This design comes from an exercise in tuning for small area, a short achievable clock period and few clock cycles per item on the open sky130 flow, not from production work.
In this exercise RTL edits were held to simulation tests only and were not proved equivalent to the original.
Power figures rest on the tool's default switching activity, not on a simulated workload.

### flow/run.sh
#!/bin/bash
# synth_recipe.tcl (not shown) runs the flow's synth.tcl, then flattens the netlist and writes it again
# the make line also repeats each setting of config.mk as NAME=value (left out here)
make -C /OpenROAD-flow-scripts/flow DESIGN_CONFIG=/design/flow/config.mk WORK_HOME=/design/flow/orfs CLKGATE_MAP_FILE= SYNTH_SCRIPT=/design/flow/synth_recipe.tcl finish
### flow/config.mk
export PLATFORM = sky130hd
export DESIGN_NAME = dcc_top
export DESIGN_NICKNAME = dcc_top
export VERILOG_FILES = /design/flow/design.v
export SDC_FILE = /design/flow/constraint.sdc
export NUM_CORES = 4
export LEC_CHECK = 0
export CAP_MARGIN = 20
export CORE_MARGIN = 2
export CORE_UTILIZATION = 40
export PLACE_DENSITY = 0.6
export SLEW_MARGIN = 20
### flow/constraint.sdc
create_clock -name core_clock -period 5.0 [get_ports {clk}]
set_input_delay 1.0000 -clock core_clock [delete_from_list [all_inputs] [get_ports {clk}]]
set_output_delay 1.0000 -clock core_clock [all_outputs]
set_load 0.01 [all_outputs]
### flow/design.v
package dcc_pkg;
    typedef enum logic [7:0] {
        CMD_MEM_READ  = 8'h00,
        CMD_MEM_WRITE = 8'h01,
        CMD_IO_READ   = 8'h02,
        CMD_IO_WRITE  = 8'h03
    } dcc_cmd_e;
    typedef enum logic [1:0] {
        WALKER_IDLE,
        WALKER_WALK,
        WALKER_RESPOND
    } walker_state_e;
    typedef struct packed {
        dcc_cmd_e        command;
        logic [7:0]      tag;
        logic [3:0]      byte_en;
        logic [7:0]      op_status;
        logic [3:0][7:0] address;
        logic [3:0][7:0] data;
    } dcc_payload_t;
    typedef struct packed {
        logic                       write;
        logic [6-1:0] address;
        logic [3:0]                 byteenable;
        logic [3:0][7:0]            writedata;
    } host_cmd_t;
    typedef struct packed {
        logic            is_read;
        logic [3:0][7:0] readdata;
    } host_rsp_t;
    typedef struct packed {
        logic                       wr;
        logic [6-1:0] addr;
        logic [7:0]                 wdata;
    } byte_access_t;
endpackage
`timescale 1ns/1ps
module host_byte_walker (
    input  logic                  clk,
    input  logic                  reset,
    input  logic                  host_cmd_valid,
    input  dcc_pkg::host_cmd_t    host_cmd,
    output logic                  host_cmd_ready,
    output logic                  host_rsp_valid,
    output dcc_pkg::host_rsp_t    host_rsp,
    output logic                  byte_valid,
    output dcc_pkg::byte_access_t byte_access,
    input  logic [7:0]            byte_rdata
);
    dcc_pkg::walker_state_e   state;
    dcc_pkg::host_cmd_t       cmd_q;
    logic [3:0][7:0] data_q;
    logic [3:0]      lanes_left;
    logic [3:0]      lanes_next;
    logic [1:0]      lane;
    logic            accept;
    assign host_cmd_ready = (state == dcc_pkg::WALKER_IDLE);
    assign accept         = host_cmd_valid && host_cmd_ready;
    always_comb begin
        lane = 2'd0;
        for (int i = 3; i >= 0; i--) begin
            if (lanes_left[i]) begin
                lane = 2'(i);
            end
        end
    end
    assign lanes_next = lanes_left & ~(4'b0001 << lane);
    assign byte_valid        = (state == dcc_pkg::WALKER_WALK);
    assign byte_access.wr    = cmd_q.write;
    assign byte_access.addr  = {cmd_q.address[6-1:2], lane};
    assign byte_access.wdata = data_q[lane];
    assign host_rsp_valid    = (state == dcc_pkg::WALKER_RESPOND);
    assign host_rsp.is_read  = !cmd_q.write;
    assign host_rsp.readdata = cmd_q.write ? '0 : data_q;
    always_ff @(posedge clk or posedge reset) begin
        if (reset) begin
            state      <= dcc_pkg::WALKER_IDLE;
            lanes_left <= 4'd0;
        end else begin
            case (state)
                dcc_pkg::WALKER_IDLE: begin
                    if (accept) begin
                        lanes_left <= host_cmd.byteenable;
                        if (host_cmd.byteenable == 4'd0) begin
                            state <= dcc_pkg::WALKER_RESPOND;
                        end else begin
                            state <= dcc_pkg::WALKER_WALK;
                        end
                    end
                end
                dcc_pkg::WALKER_WALK: begin
                    lanes_left <= lanes_next;
                    if (lanes_next == 4'd0) begin
                        state <= dcc_pkg::WALKER_RESPOND;
                    end
                end
                dcc_pkg::WALKER_RESPOND: begin
                    state <= dcc_pkg::WALKER_IDLE;
                end
                default: begin
                    state <= dcc_pkg::WALKER_IDLE;
                end
            endcase
        end
    end
    always_ff @(posedge clk) begin
        if (accept) begin
            cmd_q  <= host_cmd;
            data_q <= host_cmd.write ? host_cmd.writedata : '0;
        end else if ((state == dcc_pkg::WALKER_WALK) && !cmd_q.write) begin
            data_q[lane] <= byte_rdata;
        end
    end
endmodule
`timescale 1ns/1ps
module dcc_register_file (
    input  logic                  clk,
    input  logic                  reset,
    input  logic                  byte_valid,
    input  dcc_pkg::byte_access_t byte_access,
    output logic [7:0]            byte_rdata,
    output logic                  req_push_valid,
    output dcc_pkg::dcc_payload_t req_push,
    input  logic                  req_push_ready,
    input  logic                  req_full,
    input  logic                  resp_pop_valid,
    input  dcc_pkg::dcc_payload_t resp_head,
    output logic                  resp_pop_ready,
    input  logic                  resp_empty
);
    localparam int WORD_W = 6 - 2;
    logic [WORD_W-1:0] word;
    logic [1:0]        lane;
    logic              wr_en;
    logic [7:0]        req_cmd;
    logic [7:0]        req_tag;
    logic [3:0]        req_ben;
    logic [3:0][7:0]   req_addr;
    logic [3:0][7:0]   req_data;
    logic              request_write;
    logic              response_read;
    logic              set_request;
    logic              set_response;
    logic              load_push;
    logic              push_fire;
    logic              pop_fire;
    logic [7:0]        status_byte;
    dcc_pkg::dcc_payload_t      resp_q;
    assign word  = byte_access.addr[6-1:2];
    assign lane  = byte_access.addr[1:0];
    assign wr_en = byte_valid && byte_access.wr;
    assign set_request  = wr_en && (word == 4'd0) && (lane == 2'd0)
                          && byte_access.wdata[0];
    assign set_response = wr_en && (word == 4'd0) && (lane == 2'd0)
                          && byte_access.wdata[1];
    assign load_push      = request_write && !req_push_valid;
    assign push_fire      = req_push_valid && req_push_ready;
    assign resp_pop_ready = response_read;
    assign pop_fire       = resp_pop_valid && response_read;
    assign status_byte = {4'd0, !resp_empty, !req_full, response_read, request_write};
    always_ff @(posedge clk or posedge reset) begin
        if (reset) begin
            req_cmd  <= 8'd0;
            req_tag  <= 8'd0;
            req_ben  <= 4'd0;
            req_addr <= '0;
            req_data <= '0;
        end else if (wr_en) begin
            case (word)
                4'd1: begin
                    case (lane)
                        2'd0: req_cmd <= byte_access.wdata;
                        2'd1: req_tag <= byte_access.wdata;
                        2'd2: req_ben <= byte_access.wdata[3:0];
                        default: ;
                    endcase
                end
                4'd2: req_addr[lane] <= byte_access.wdata;
                4'd3: req_data[lane] <= byte_access.wdata;
                default: ;
            endcase
        end
    end
    always_ff @(posedge clk or posedge reset) begin
        if (reset) begin
            request_write  <= 1'b0;
            response_read  <= 1'b0;
            req_push_valid <= 1'b0;
        end else begin
            if (load_push) begin
                req_push_valid <= 1'b1;
            end else if (push_fire) begin
                req_push_valid <= 1'b0;
            end
            if (set_request) begin
                request_write <= 1'b1;
            end else if (push_fire) begin
                request_write <= 1'b0;
            end
            if (set_response) begin
                response_read <= 1'b1;
            end else if (pop_fire) begin
                response_read <= 1'b0;
            end
        end
    end
    always_ff @(posedge clk) begin
        if (load_push) begin
            req_push.command   <= dcc_pkg::dcc_cmd_e'(req_cmd);
            req_push.tag       <= req_tag;
            req_push.byte_en   <= req_ben;
            req_push.op_status <= 8'd0;
            req_push.address   <= req_addr;
            req_push.data      <= req_data;
        end
        if (pop_fire) begin
            resp_q <= resp_head;
        end
    end
    always_comb begin
        byte_rdata = 8'd0;
        case (word)
            4'd0: begin
                if (lane == 2'd0) begin
                    byte_rdata = status_byte;
                end
            end
            4'd1: begin
                case (lane)
                    2'd0: byte_rdata = req_cmd;
                    2'd1: byte_rdata = req_tag;
                    2'd2: byte_rdata = {4'd0, req_ben};
                    default: byte_rdata = 8'd0;
                endcase
            end
            4'd2: byte_rdata = req_addr[lane];
            4'd3: byte_rdata = req_data[lane];
            4'd4: begin
                case (lane)
                    2'd0: byte_rdata = resp_q.command;
                    2'd1: byte_rdata = resp_q.tag;
                    2'd2: byte_rdata = {4'd0, resp_q.byte_en};
                    default: byte_rdata = resp_q.op_status;
                endcase
            end
            4'd5: byte_rdata = resp_q.address[lane];
            4'd6: byte_rdata = resp_q.data[lane];
            default: byte_rdata = 8'd0;
        endcase
    end
endmodule
`timescale 1ns/1ps
module payload_queue #(
    parameter int DEPTH = 4
) (
    input  logic                  clk,
    input  logic                  reset,
    input  logic                  push_valid,
    input  dcc_pkg::dcc_payload_t push_data,
    output logic                  push_ready,
    output logic                  pop_valid,
    output dcc_pkg::dcc_payload_t pop_data,
    input  logic                  pop_ready,
    output logic                  full,
    output logic                  empty
);
    localparam int PTR_W = (DEPTH > 1) ? $clog2(DEPTH) : 1;
    localparam int CNT_W = $clog2(DEPTH + 1);
    localparam int PAYLOAD_W = 8 + 8 + 4 + 8 + 32 + 32;
    logic [PAYLOAD_W-1:0] mem [0:DEPTH-1];
    logic [PTR_W-1:0] wr_ptr;
    logic [PTR_W-1:0] rd_ptr;
    logic [CNT_W-1:0] count;
    logic             push_fire;
    logic             pop_fire;
    function automatic logic [PTR_W-1:0] next_ptr(input logic [PTR_W-1:0] ptr);
        logic [PTR_W-1:0] nxt;
        nxt = (ptr == (DEPTH - 1)) ? '0 : ptr + 1'b1;
        next_ptr = nxt;
    endfunction
    assign full       = (count == DEPTH);
    assign empty      = (count == '0);
    assign push_ready = !full;
    assign pop_valid  = !empty;
    assign pop_data   = mem[rd_ptr];
    assign push_fire  = push_valid && push_ready;
    assign pop_fire   = pop_valid && pop_ready;
    always_ff @(posedge clk or posedge reset) begin
        if (reset) begin
            wr_ptr <= '0;
            rd_ptr <= '0;
            count  <= '0;
        end else begin
            if (push_fire) wr_ptr <= next_ptr(wr_ptr);
            if (pop_fire) rd_ptr <= next_ptr(rd_ptr);
            case ({push_fire, pop_fire})
                2'b10: count <= count + 1'b1;
                2'b01: count <= count - 1'b1;
                default: ;
            endcase
        end
    end
    always_ff @(posedge clk) begin
        if (push_fire) mem[wr_ptr] <= push_data;
    end
endmodule
`timescale 1ns/1ps
module data_channel_controller (
    input  logic                  clk,
    input  logic                  reset,
    input  logic                  host_cmd_valid,
    input  dcc_pkg::host_cmd_t    host_cmd,
    output logic                  host_cmd_ready,
    output logic                  host_rsp_valid,
    output dcc_pkg::host_rsp_t    host_rsp,
    output logic                  req_valid,
    output dcc_pkg::dcc_payload_t req,
    input  logic                  req_ready,
    input  logic                  resp_valid,
    input  dcc_pkg::dcc_payload_t resp,
    output logic                  resp_ready
);
    logic         byte_valid;
    dcc_pkg::byte_access_t byte_access;
    logic [7:0]   byte_rdata;
    logic         req_push_valid;
    logic         req_push_ready;
    dcc_pkg::dcc_payload_t req_push;
    logic         req_full;
    logic         resp_pop_valid;
    logic         resp_pop_ready;
    dcc_pkg::dcc_payload_t resp_head;
    logic         resp_empty;
    host_byte_walker u_walker (
        .clk, .reset, .host_cmd_valid, .host_cmd, .host_cmd_ready,
        .host_rsp_valid, .host_rsp, .byte_valid, .byte_access, .byte_rdata
    );
    dcc_register_file u_regs (
        .clk, .reset, .byte_valid, .byte_access, .byte_rdata,
        .req_push_valid, .req_push, .req_push_ready, .req_full,
        .resp_pop_valid, .resp_head, .resp_pop_ready, .resp_empty
    );
    payload_queue u_req_queue (
        .clk, .reset,
        .push_valid (req_push_valid), .push_data (req_push), .push_ready (req_push_ready),
        .pop_valid  (req_valid),      .pop_data  (req),      .pop_ready  (req_ready),
        .full       (req_full),       .empty     ()
    );
    payload_queue u_resp_queue (
        .clk, .reset,
        .push_valid (resp_valid),     .push_data (resp),      .push_ready (resp_ready),
        .pop_valid  (resp_pop_valid), .pop_data  (resp_head), .pop_ready  (resp_pop_ready),
        .full       (),               .empty     (resp_empty)
    );
endmodule
`timescale 1ns/1ps
module dcc_top (
    input  logic        clk,
    input  logic        reset,
    input  logic        host_cmd_valid,
    output logic        host_cmd_ready,
    input  logic        host_cmd_write,
    input  logic [5:0]  host_cmd_address,
    input  logic [3:0]  host_cmd_byteenable,
    input  logic [31:0] host_cmd_writedata,
    output logic        host_rsp_valid,
    output logic        host_rsp_is_read,
    output logic [31:0] host_rsp_readdata,
    output logic        req_valid,
    input  logic        req_ready,
    output logic [7:0]  req_command,
    output logic [7:0]  req_tag,
    output logic [3:0]  req_byte_en,
    output logic [7:0]  req_op_status,
    output logic [31:0] req_address,
    output logic [31:0] req_data,
    input  logic        resp_valid,
    output logic        resp_ready,
    input  logic [7:0]  resp_command,
    input  logic [7:0]  resp_tag,
    input  logic [3:0]  resp_byte_en,
    input  logic [7:0]  resp_op_status,
    input  logic [31:0] resp_address,
    input  logic [31:0] resp_data
);
    dcc_pkg::host_cmd_t    host_cmd;
    dcc_pkg::host_rsp_t    host_rsp;
    dcc_pkg::dcc_payload_t req;
    dcc_pkg::dcc_payload_t resp;
    assign host_cmd.write      = host_cmd_write;
    assign host_cmd.address    = host_cmd_address;
    assign host_cmd.byteenable = host_cmd_byteenable;
    assign host_cmd.writedata  = host_cmd_writedata;
    assign host_rsp_is_read  = host_rsp.is_read;
    assign host_rsp_readdata = host_rsp.readdata;
    assign req_command   = req.command;
    assign req_tag       = req.tag;
    assign req_byte_en   = req.byte_en;
    assign req_op_status = req.op_status;
    assign req_address   = req.address;
    assign req_data      = req.data;
    assign resp.command   = dcc_pkg::dcc_cmd_e'(resp_command);
    assign resp.tag       = resp_tag;
    assign resp.byte_en   = resp_byte_en;
    assign resp.op_status = resp_op_status;
    assign resp.address   = resp_address;
    assign resp.data      = resp_data;
    data_channel_controller u_dcc (
        .clk, .reset, .host_cmd_valid, .host_cmd, .host_cmd_ready,
        .host_rsp_valid, .host_rsp, .req_valid, .req, .req_ready,
        .resp_valid, .resp, .resp_ready
    );
endmodule
==> impl_metrics.py <==
metrics = {
    "outcome": {
        "status": "timing/DRC/antenna clean",
    },
    "die": {
        "die-height_um": 318.0,
        "placementRows": 115,
        "core_um2": 98130,
        "die_area_um2": 101100,
        "ioPinCount": 269,
        "die_w_um": 318.0,
        "initial_utilization_pct": 40.20,
    },
    "place": {
        "io_buffers": 258,
        "globalplace.congestion": 0.8870,
        "place_hpwl_um": 64920,
    },
    "route": {
        "drt_drc_violations_left": 0,
        "ant_nets": 0,
        "routed_via_density": 5.514,
        "drtIter0Drc": 2032,
        "drt-pass1-iter-count": 6,
        "wl_per_cell_um": 26.14,
        "detail_route.wirelength_um": 96150,
        "vias": 20280,
    },
    "clock_tree": {
        "cts-root-buf": "clkbuf_16",
        "cts_hold_buf": 0,
        "sinks_on_clock_net": 1024,
        "htree_levels": 3,
        "post_cts_buffers": 0,
        "post_cts_resized": 0,
        "cts_buffers": 103,
        "tritoncts": "yes",
        "clk_path_buf_depth": 3,
        "clock_latency_ns": 0.68,
        "clk_pin_slew_ns": 0.06,
    },
    "timing": {
        "fin_skew_ns": 0.03079,
        "final.min_clock_period_ns": 4.013,
        "slew_headroom_pct": 27.94,
        "hold_violations": 0,
        "tns_ns": 0,
        "timing.fmax_mhz": 249.2,
        "report.final.setup_viol": 0,
        "grt_setup_unrepaired": "false",
        "slew_viol_final": 0,
        "finalCritPeriodShare_pct": 80.27,
        "finalHoldWorstSlack_ns": 0.4854,
        "tightestPinTransition_ns": 1.081,
    },
    "global_routing": {
        "antenna_found_initial": 5,
        "groute.usage.overall_pct": 18.96,
        "total_overflow_reported_by_the_global_router": 0,
        "first_global_vias": 20530,
        "grt_start_max_net_pins": 68,
        "grt_first_pass_wirelength_um": 140800,
    },
    "finish": {
        "layout-area-overhead-vs-synth_pct": 19.27,
        "layout.cells.most_common_list": "edfxtp_1 (917), clkdlybuf4s50_1 (257), mux4_2 (184)",
        "postLayoutCoreUtil_pct": 47.94,
        "final_common_cell": "edfxtp_1",
        "design.final.nets": 2461,
        "drive_above_1_share_pct": 18.66,
    },
    "worst_setup_path": {
        "largest_incremental_delay_on_the_critical_path_ns": 0.70,
        "critical_path_cell_sequence": "buf_4, mux4_2, clkdlybuf4s50_1",
        "critical_path.endpoint_type": "output port",
        "critical_path.n_buffers_inverters": 2,
        "setup.reg_to_reg.worst_slack_ns": 1.24,
        "regToRegEndpoint": "u_dcc.u_walker.data_q[9]$_DFFE_PP_",
        "path_max_fanout": 21,
        "crit_family": "buffers and inverters",
        "required_ns": 4.00,
        "startpoint_of_the_most_critical_register_to_register_path": "u_dcc.u_walker.lanes_left[2]$_DFFE_PP0P_",
        "startpoint_type": "flop",
        "timing.critical_path.arrival_ns": 3.01,
        "cpMaxStageDelayCell": "dfrtp_4",
        "reg2reg_depth": 10,
        "timing_worst_setup_path_type": "reg -> out",
    },
    "power": {
        "power_report.internal_total_mw": 18.75,
        "power-per-cell-area_nw_per_um2": 573.6,
        "power.share.clock_pct": 28.3,
        "power_switching_share_pct": 30.51,
        "share_seq_of_total_power_pct": 45.3,
        "net-switching-power_mw": 8.234,
        "leakage_power_nw": 15.58,
        "maximum_resistive_drop_on_vdd_v": 0.0004053,
        "combinational_group_share_of_total_power_pct": 26.3,
    },
    "logic_synthesis": {
        "ys_dominant_reg_cell": "edfxtp_1",
        "syn-mean-instance-area_um2": 19.67,
        "synth_async_sr_flop_share_pct": 10.45,
        "synthDominantAreaCellType": "edfxtp_1",
        "synth_largest_type_area_fraction_pct": 69.81,
        "number_of_distinct_library_cells_after_synthesis": 54,
        "yosys_register_bits": 1024,
        "synth_enable_flop_cells": 917,
        "syn_area_um2": 39450,
        "synth.top_cells.by_area": "edfxtp_1 (70%), mux4_2 (11%), dfrtp_1 (6.8%)",
        "synth_sequential_area_ratio_pct": 76.59,
        "ys_warn_count": 3,
        "synthesis.instances": 2005,
    },
    "hold_path": {
        "worstHoldEndpoint": "u_dcc.u_regs.req_push[87]$_DFFE_PP_",
        "hp-class": "reg -> reg",
        "worstHoldPathCells": 0,
        "worst_hold_startpoint": "u_dcc.u_regs.req_cmd[3]$_DFFE_PP0P_",
    },
    "flow_run": {
        "max-cap-violations": 0,
    },
}
-- final cells by class --
type	count	area (um2)
Fill cell	8137	51090
Multi-Input combinational cell	821	8592
Clock buffer	132	2851
Sequential cell	1024	30230
Timing Repair Buffer	301	2975
Antenna cell	1	2.502
Clock inverter	63	598.1
Inverter	49	187.7
Tap cell	1287	1610
-- sequential cells by signal, indices dropped and copies added (netlist names), 2 cells and up --
signal / flops
u_dcc.u_resp_queue.mem: 368
u_dcc.u_req_queue.mem: 336
u_dcc.u_regs.resp_q: 92
u_dcc.u_regs.req_push: 84
u_dcc.u_regs.req_addr: 32
u_dcc.u_regs.req_data: 32
u_dcc.u_walker.data_q: 32
u_dcc.u_regs.req_cmd: 8
u_dcc.u_regs.req_tag: 8
u_dcc.u_walker.cmd_q: 5
u_dcc.u_regs.req_ben: 4
u_dcc.u_walker.lanes_left: 4
u_dcc.u_req_queue.count: 3
u_dcc.u_resp_queue.count: 3
u_dcc.u_req_queue.rd_ptr: 2
u_dcc.u_req_queue.wr_ptr: 2
u_dcc.u_resp_queue.rd_ptr: 2
u_dcc.u_resp_queue.wr_ptr: 2
u_dcc.u_walker.state: 2
-- worst register-to-register path, delay by kind of cell, from the launching register on --
kind                     cells  cell delay, ns
adder cells (fa/ha/maj)      1            0.48
buffers and inverters        2            0.39
flip-flops                   1            0.40
AO/OA/AOI/OAI                6            1.96
AND/OR/NAND/NOR              1            0.26
-- cells by family after synthesis --
| group | synth area share (%) |
|---|---|
| XOR/XNOR | 0.1554 |
| flip-flops | 76.59 |
| AO/OA/AOI/OAI | 6.093 |
| other | 0.009507 |
| adder cells (fa/ha/maj) | 0.7042 |
| multiplexers | 11.21 |
| AND/OR/NAND/NOR | 3.397 |
| buffers and inverters | 1.833 |
-- synth_stat cells, types with 5 or more instances --
master and count:
edfxtp_1 917, mux4_2 184, dfrtp_1 107, a21oi_1 82, nand2_1 67, clkbuf_1 65, a22o_1 64, nand3b_1 54
inv_1 47, a31oi_1 36, o21ai_0 36, nor2_1 33, buf_2 26, nor2b_1 26, mux2_2 23, a21o_1 20
ha_1 19, and2_1 16, and3_1 15, buf_1 14, a2111o_1 10, a221oi_1 10, a22oi_1 10, o221ai_1 10
a211o_1 9, a222oi_1 9, a311oi_1 9, buf_4 9, a2111oi_0 8, nand2b_1 7, nand3_1 5, nor3_1 5
xor2_1 5
-- per-stage QoR --
step / setup WS [ns] / area (um2) / power, mW / instances
5_1_grt: 0.8104 / 47040 / 28.13 / 3677
3_5_place_dp: 1.333 / 43600 / 19.61 / 3482
2_1_floorplan: 0.3098 / 39470 / 16.24 / 2012
3_3_place_gp: 1.366 / 43600 / 19.47 / 3482
6_report: 0.9867 / 47050 / 26.99 / 3678
4_1_cts: 0.8771 / 47050 / 27.29 / 3677
-- worst max path at each step --
stage	startpoint	end	slack [ns]	cells past startpoint
floorplan	u_dcc.u_regs.req_push_valid$_DFFE_PP0P_	u_dcc.u_regs.req_push[0]$_DFFE_PP_	0.31	1
global placement	u_dcc.u_walker.lanes_left[2]$_DFFE_PP0P_	u_dcc.u_walker.data_q[9]$_DFFE_PP_	1.37	10
detailed placement	u_dcc.u_walker.lanes_left[2]$_DFFE_PP0P_	u_dcc.u_walker.data_q[9]$_DFFE_PP_	1.33	10
CTS	u_dcc.u_req_queue.rd_ptr[0]$_DFFE_PP0P_	req_data[13]	0.88	3
global route	u_dcc.u_req_queue.rd_ptr[0]$_DFFE_PP0P_	req_data[16]	0.81	3
finish	u_dcc.u_req_queue.rd_ptr[0]$_DFFE_PP0P_	req_data[13]	0.99	3
-- power groups by stage --
stage	combinational, mW	sequential [mW]	clock, mW
floorplan	4.39	11.9	0
global placement	7.16	12.3	0
detailed placement	7.22	12.4	0
CTS	7.24	12.2	7.82
global route	7.60	12.4	8.16
finish	7.11	12.2	7.65
-- layer usage --
layer / track usage [%] / part of all wire [%] / up-vias
met2: 30.64 / 49 / 770
met1: 26.10 / 42 / 10570
li1: - / - / 8808
met5: 0 / 0.014 / -
met4: 6.877 / 3.0 / 2
met3: 3.127 / 6.2 / 136
Testbench counts, summed over its fixed seeds: cycles 10,796, items 211.

-- separate check: timing with driven ports --
The flow's constraints put no driver on any port. The routed layout listed below was extracted and timed again, unchanged, in two steps. Step 1 (the two cells are an assumption about what drives the block):
set clk [get_ports {clk}]
set_driving_cell -lib_cell sky130_fd_sc_hd__clkbuf_16 $clk
set_driving_cell -lib_cell sky130_fd_sc_hd__buf_2 [delete_from_list [all_inputs] $clk]
Step 2 times the ports against the registers' clock, not the clock port: input delays grow and output delays shrink by t, the midpoint of the rising clock arrivals with the driver on. Slacks: ideal / step 1 / step 2; pairs: ideal / step 1.
t, ns: 0.728
setup WS [ns]: 0.987 / 0.921 / 1.238
slew at the worst register clock pin (ns): 0.07 / 0.07
worst slew at a driven data input, ns: 0.13
pins driven straight from the clock port: 1
After both steps setup and hold are still met in this run. The setup slack of this run moves by -0.066 ns with the drivers and by +0.251 ns with both steps.
